This design comes from an exercise in tuning for small area, a short achievable clock period and few clock cycles on the open sky130 flow, not from production work.
Only simulation tests tie the RTL to the original design; equivalence was not proved.
Power and IR drop assume default switching activity.

<file path="flow/flow/run.sh">
#!/bin/bash
set -o pipefail
MARGIN=7.5
sed -e 's/ SETUP_SLACK_MARGIN=[^ ]*//' \
    -e "s/\"\${@:-finish}\"/SETUP_SLACK_MARGIN=$MARGIN \"\${@:-finish}\"/" \
    standard.sh > standard_margin.sh
bash standard_margin.sh > standard.log 2>&1
</file>
<file path="flow/standard.sh">
#!/bin/bash
# synth_recipe.tcl (not shown) runs the flow's synth.tcl, then flattens the netlist and writes it again
# the make line also repeats each setting of config.mk as NAME=value (left out here)
make -C /OpenROAD-flow-scripts/flow DESIGN_CONFIG=/design/flow/config.mk WORK_HOME=/design/flow/orfs CLKGATE_MAP_FILE= SYNTH_SCRIPT=/design/flow/synth_recipe.tcl "${@:-finish}"
</file>
<file path="flow/config.mk">
export PLATFORM = sky130hd
export DESIGN_NAME = arc4_gen
export DESIGN_NICKNAME = arc4_gen
export VERILOG_FILES = /design/flow/design.v
export SDC_FILE = /design/flow/constraint.sdc
export NUM_CORES = 4
export LEC_CHECK = 0
export CAP_MARGIN = 40
export CORE_MARGIN = 2
export CORE_UTILIZATION = 60
export PLACE_DENSITY = 0.7
export SETUP_SLACK_MARGIN = 5
export SLEW_MARGIN = 20
</file>
<file path="flow/constraint.sdc">
create_clock -name core_clock -period 10.0 [get_ports {clk}]
set_input_delay 2.0000 -clock core_clock [delete_from_list [all_inputs] [get_ports {clk}]]
set_output_delay 2.0000 -clock core_clock [all_outputs]
set_load 0.01 [all_outputs]
</file>
<file path="flow/design.v">
module arc4_gen #(
  parameter int KEY_BYTES  = 3,
  parameter int ADDR_W     = 8,
  parameter int DROP_BYTES = 256
) (
  input  logic                   clk,
  input  logic                   rst,
  input  logic                   en,
  output logic                   rdy,
  output logic                   done,
  input  logic [8*KEY_BYTES-1:0] key,
  output logic [ADDR_W-1:0]      ct_addr,
  input  logic [7:0]             ct_rddata,
  output logic [ADDR_W-1:0]      pt_addr,
  output logic [7:0]             pt_wrdata,
  output logic                   pt_wren
);
  localparam int KW = 8 * KEY_BYTES;
  logic r_idle;    
  logic r_done;
  logic r_first;   
  logic r_ksa;     
  logic r_prga;    
  logic r_vb;      
  logic r_vc;
  logic r_vd;
  logic r_len0;
  logic r_nop1;     
  logic [7:0]        r_o;       
  logic [7:0]        r_ctr;     
  logic [7:0]        r_q;       
  logic [7:0]        r_lm1;     
  logic [KW-1:0]     r_key;     
  logic [7:0]        r_si;      
  logic [7:0]        r_si2;
  logic [7:0]        r_sj;      
  logic [7:0]        r_tb2;     
  logic [255:0]      r_hot;     
  logic [255:0]      r_thot;    
  logic              r_fi;      
  logic              r_fj;      
  logic [ADDR_W-1:0] r_pt_addr;
  logic [7:0]        r_pt_wrdata;
  logic              r_pt_wren;
  logic [255:0][7:0] r_s;
  logic       w_step;
  logic [7:0] w_si;
  logic [7:0] w_kn;
  logic [7:0] w_jr;
  logic [7:0] w_qn;
  logic [7:0] w_sj;
  logic [7:0] w_t1;
  logic [7:0] w_st;
  logic [7:0] w_ks;
  logic       w_last;
  logic       w_end;
  assign rdy       = r_idle;
  assign done      = r_done;
  assign ct_addr   = ADDR_W'(r_ctr);
  assign pt_addr   = r_pt_addr;
  assign pt_wrdata = r_pt_wrdata;
  assign pt_wren   = r_pt_wren;
  function automatic logic [7:0] add2(input logic [7:0] a, input logic [7:0] b);
    logic [7:0] g, p, gg, pp;
    g = a & b;
    p = a ^ b;
    gg = g;
    pp = p;
    for (int l = 0; l < 3; l++)
      for (int k = 7; k >= 1; k--)
        if (k >= (1 << l)) begin
          gg[k] = gg[k] | (pp[k] & gg[k-(1<<l)]);
          pp[k] = pp[k] & pp[k-(1<<l)];
        end
    add2 = p ^ {gg[6:0], 1'b0};
  endfunction
  function automatic logic [7:0] add3(input logic [7:0] a, input logic [7:0] b,
                                      input logic [7:0] c);
    add3 = add2(a ^ b ^ c, {(a[6:0] & b[6:0]) | (a[6:0] & c[6:0]) | (b[6:0] & c[6:0]), 1'b0});
  endfunction
  assign w_step = r_ksa | r_prga;
  assign w_si   = r_hot[1] ? r_si : r_s[1];
  assign w_jr   = r_hot[1] ? add2(r_q, r_si) : add2(r_q, r_s[1]);    
  assign w_kn   = r_ksa ? r_key[KW-9 -: 8] : 8'hFF;
  assign w_qn   = r_hot[1] ? add3(r_q, r_si, w_kn) : add3(r_q, r_s[1], w_kn);
  always_comb begin
    w_sj = 8'd0;
    for (int k = 0; k < 256; k++) w_sj = w_sj | (r_s[k] & {8{r_hot[k]}});
  end
  assign w_t1 = add2(r_tb2, r_sj);                 
  always_comb begin
    w_st = 8'd0;
    for (int k = 0; k < 256; k++) w_st = w_st | (r_s[k] & {8{r_thot[k]}});
  end
  assign w_ks = r_fi ? r_si2 : (r_fj ? r_sj : w_st);
  always_ff @(posedge clk) begin
    if (r_idle) begin
      for (int p = 0; p < 256; p++) r_s[p] <= 8'(p + 255);
    end else begin
      for (int q = 0; q < 255; q++) r_s[q] <= r_hot[q+1] ? r_si : r_s[q+1];
      r_s[255] <= w_sj;
    end
  end
  always_ff @(posedge clk) begin
    for (int q = 0; q < 256; q++) begin
      r_hot[q]  <= w_step ? (w_jr == 8'(q + 1)) : (q == 0);
      r_thot[q] <= (w_t1 == 8'(q + 1));
    end
    r_fi  <= (w_t1 == 8'd0);
    r_fj  <= (w_t1 == r_q);
    r_si  <= w_si;
    r_si2 <= r_si;
    r_sj  <= w_sj;
    r_tb2 <= r_si + ~r_o;
    r_q   <= r_idle ? key[KW-1 -: 8] + 8'd1 : (w_step ? w_qn : 8'd0);
    r_o   <= r_idle ? 8'hFF : r_o + 8'd1;
    for (int b = 0; b < KEY_BYTES; b++)
      if (r_idle) r_key[8*b +: 8] <= key[8*b +: 8] - 8'd1;
    if (!r_idle) r_key <= {r_key[KW-9:0], r_key[KW-1 -: 8]};
    if (r_first) begin
      r_lm1  <= ct_rddata - 8'd1;
      r_len0 <= (ct_rddata == 8'd0);
    end
  end
  assign w_last = r_ksa & (r_o == 8'hFE) & r_len0;    
  assign w_end  = r_vd & ~r_vc;                         
  always_ff @(posedge clk) begin
    if (rst) begin
      r_idle      <= 1'b1;
      r_done      <= 1'b0;
      r_first     <= 1'b0;
      r_ksa       <= 1'b0;
      r_prga      <= 1'b0;
      r_nop1      <= 1'b0;
      r_vb        <= 1'b0;
      r_vc        <= 1'b0;
      r_vd        <= 1'b0;
      r_ctr       <= '0;
      r_pt_addr   <= '0;
      r_pt_wrdata <= '0;
      r_pt_wren   <= 1'b0;
    end else begin
      r_done      <= 1'b0;
      r_first     <= 1'b0;
      r_vb        <= r_prga;
      r_vc        <= r_vb;
      r_vd        <= r_vc;
      r_pt_wren   <= r_first | r_vd;
      r_pt_addr   <= r_first ? '0 : ADDR_W'(r_ctr + 8'hFF);
      r_pt_wrdata <= ct_rddata ^ (r_vd ? w_ks : 8'd0);
      r_ctr       <= (r_idle | w_last | w_end) ? 8'h00 :
                     r_first ? 8'hFF : r_ctr + 8'd1;
      if (r_idle && en) begin
        r_idle  <= 1'b0;
        r_ksa   <= 1'b1;
        r_first <= 1'b1;
      end
      r_nop1      <= r_ksa & (r_o == 8'hFE) & ~r_len0;
      if (r_ksa && r_o == 8'hFE) r_ksa <= 1'b0;
      if (r_nop1) r_prga <= 1'b1;
      if (r_prga && r_o == r_lm1) r_prga <= 1'b0;
      if (w_last || w_end) begin
        r_done <= 1'b1;
        r_idle <= 1'b1;
        r_ksa  <= 1'b0;
        r_prga <= 1'b0;
      end
    end
  end
endmodule
</file>
==> results.json <==
{
  "syn-mean-instance-area_um2": 9.68,
  "grt_util_all_layers_pct": 112,
  "clock_tree.root_cell": "clkbuf_16",
  "outcome": "aborted with a tool error",
  "post_synthesis_sequential_area_ratio_pct": 46.5,
  "floorplan.initialDensity_pct": 60.5,
  "cts_max_path_buffers": 4,
  "mappedNetlistNets": 12032,
  "dpl.hpwl_um": 664000,
  "gpl.final_weighted_congestion": 1.80,
  "clock_sink_count": 2676,
  "ios": 62,
  "largest_net_degree_at_the_start_of_global_routing": 254,
  "cts-htree-levels": 5,
  "wire_length_of_the_first_global_routing_pass_um": 1490000,
  "synth-edff-count": 9,
  "ys_seq_elements": 2676,
  "share_of_flip_flops_with_an_asynchronous_set_or_reset_after_synthesis_pct": 0,
  "via_count_of_the_first_global_routing_pass": 140876,
  "stop_stage": "5_1_grt",
  "die_x_um": 443,
  "place.port_buffers": 61,
  "post_cts_hold_buffer_count": 0,
  "ys_types": 72,
  "dieHeight_um": 443,
  "syn-cell-area_um2": 115000,
  "synthesis.instances": 11927,
  "total_clock_buffers_created_by_cts": 290,
  "stop_error": "[ERROR GRT-0116] Global routing finished with congestion. Check the congestion regions in the DRC Viewer.",
  "yosysWarnings": 1,
  "row_count": 160,
  "synthFlopType": "dfxtp_1",
  "overflow": 25777
}
-- Yosys cell counts, drive strengths merged (9+ instances only) --
| library cell | instances | area [um^2] |
|---|---|---|
| or2 | 20 | 125 |
| nand4 | 327 | 2050 |
| inv | 78 | 293 |
| clkbuf | 1049 | 3940 |
| a211o | 1010 | 8850 |
| a221oi | 614 | 5400 |
| nand2 | 140 | 548 |
| a21oi | 60 | 300 |
| nand2b | 14 | 87.6 |
| nor3 | 138 | 696 |
| nor2 | 1525 | 5720 |
| a21o | 12 | 90.1 |
| nor4 | 77 | 503 |
| or4 | 31 | 236 |
| and3 | 11 | 73.8 |
| xnor2 | 51 | 447 |
| edfxtp | 9 | 270 |
| nor2b | 1031 | 6450 |
| xor2 | 45 | 394 |
| a22oi | 804 | 6040 |
| mux2i | 1038 | 10400 |
| nand3 | 95 | 488 |
| a22o | 612 | 5360 |
| fa | 20 | 400 |
| o21ai | 55 | 279 |
| buf | 254 | 1210 |
| dfxtp | 2667 | 53400 |
| a31oi | 13 | 81.3 |
| ha | 50 | 626 |
-- timing repair --
action	in CTS
resized for setup	1857
cloned	35
pin swaps	302
buffers inserted	386
endpoints found under the setup margin	1648
-- layer usage --
layer / global-route usage, % / overflow
met2: 129 / 13012
met4: 108 / 3092
met1: 107 / 5772
met5: 94.2 / 390
met3: 102 / 3511
-- how the worst min path moves through the flow --
stage          startpoint   endpoint  slack [ns]  cells past startpoint
2_1_floorplan     r_si[7]   r_si2[7]        0.33                      0
3_3_place_gp         r_vb       r_vc        0.43                      1
3_5_place_dp         r_vb       r_vc        0.43                      1
4_1_cts          r_key[4]  r_key[12]        0.45                      2
-- logic make-up after synthesis --
logic type | after synthesis | synth area share (%)
AO/OA/AOI/OAI | 3223 | 23.2
buffers and inverters | 1381 | 4.71
XOR/XNOR | 96 | 0.729
flip-flops | 2676 | 46.5
adder cells (fa/ha/maj) | 70 | 0.889
multiplexers | 1041 | 9.03
AND/OR/NAND/NOR | 3440 | 14.9
-- power by group through the flow --
| stage | Combinational, mW | Clock, mW | Sequential [mW] |
|---|---|---|---|
| floorplan | 2.17 | 0 | 11.5 |
| global placement | 4.12 | 0 | 12.1 |
| detailed placement | 4.29 | 0 | 12.0 |
| CTS | 5.51 | 10.8 | 11.7 |
-- per-stage QoR --
step	instances	hold WS (ns)	instance area, um^2	setup slack (ns)
detailed placement	13892	0.427	121000	6.16
global placement	13825	0.432	120000	6.07
floorplan	11927	0.329	116000	6.97
CTS	14807	0.448	142000	6.53
Testbench counts, summed over its fixed seeds: cycles 44,067.
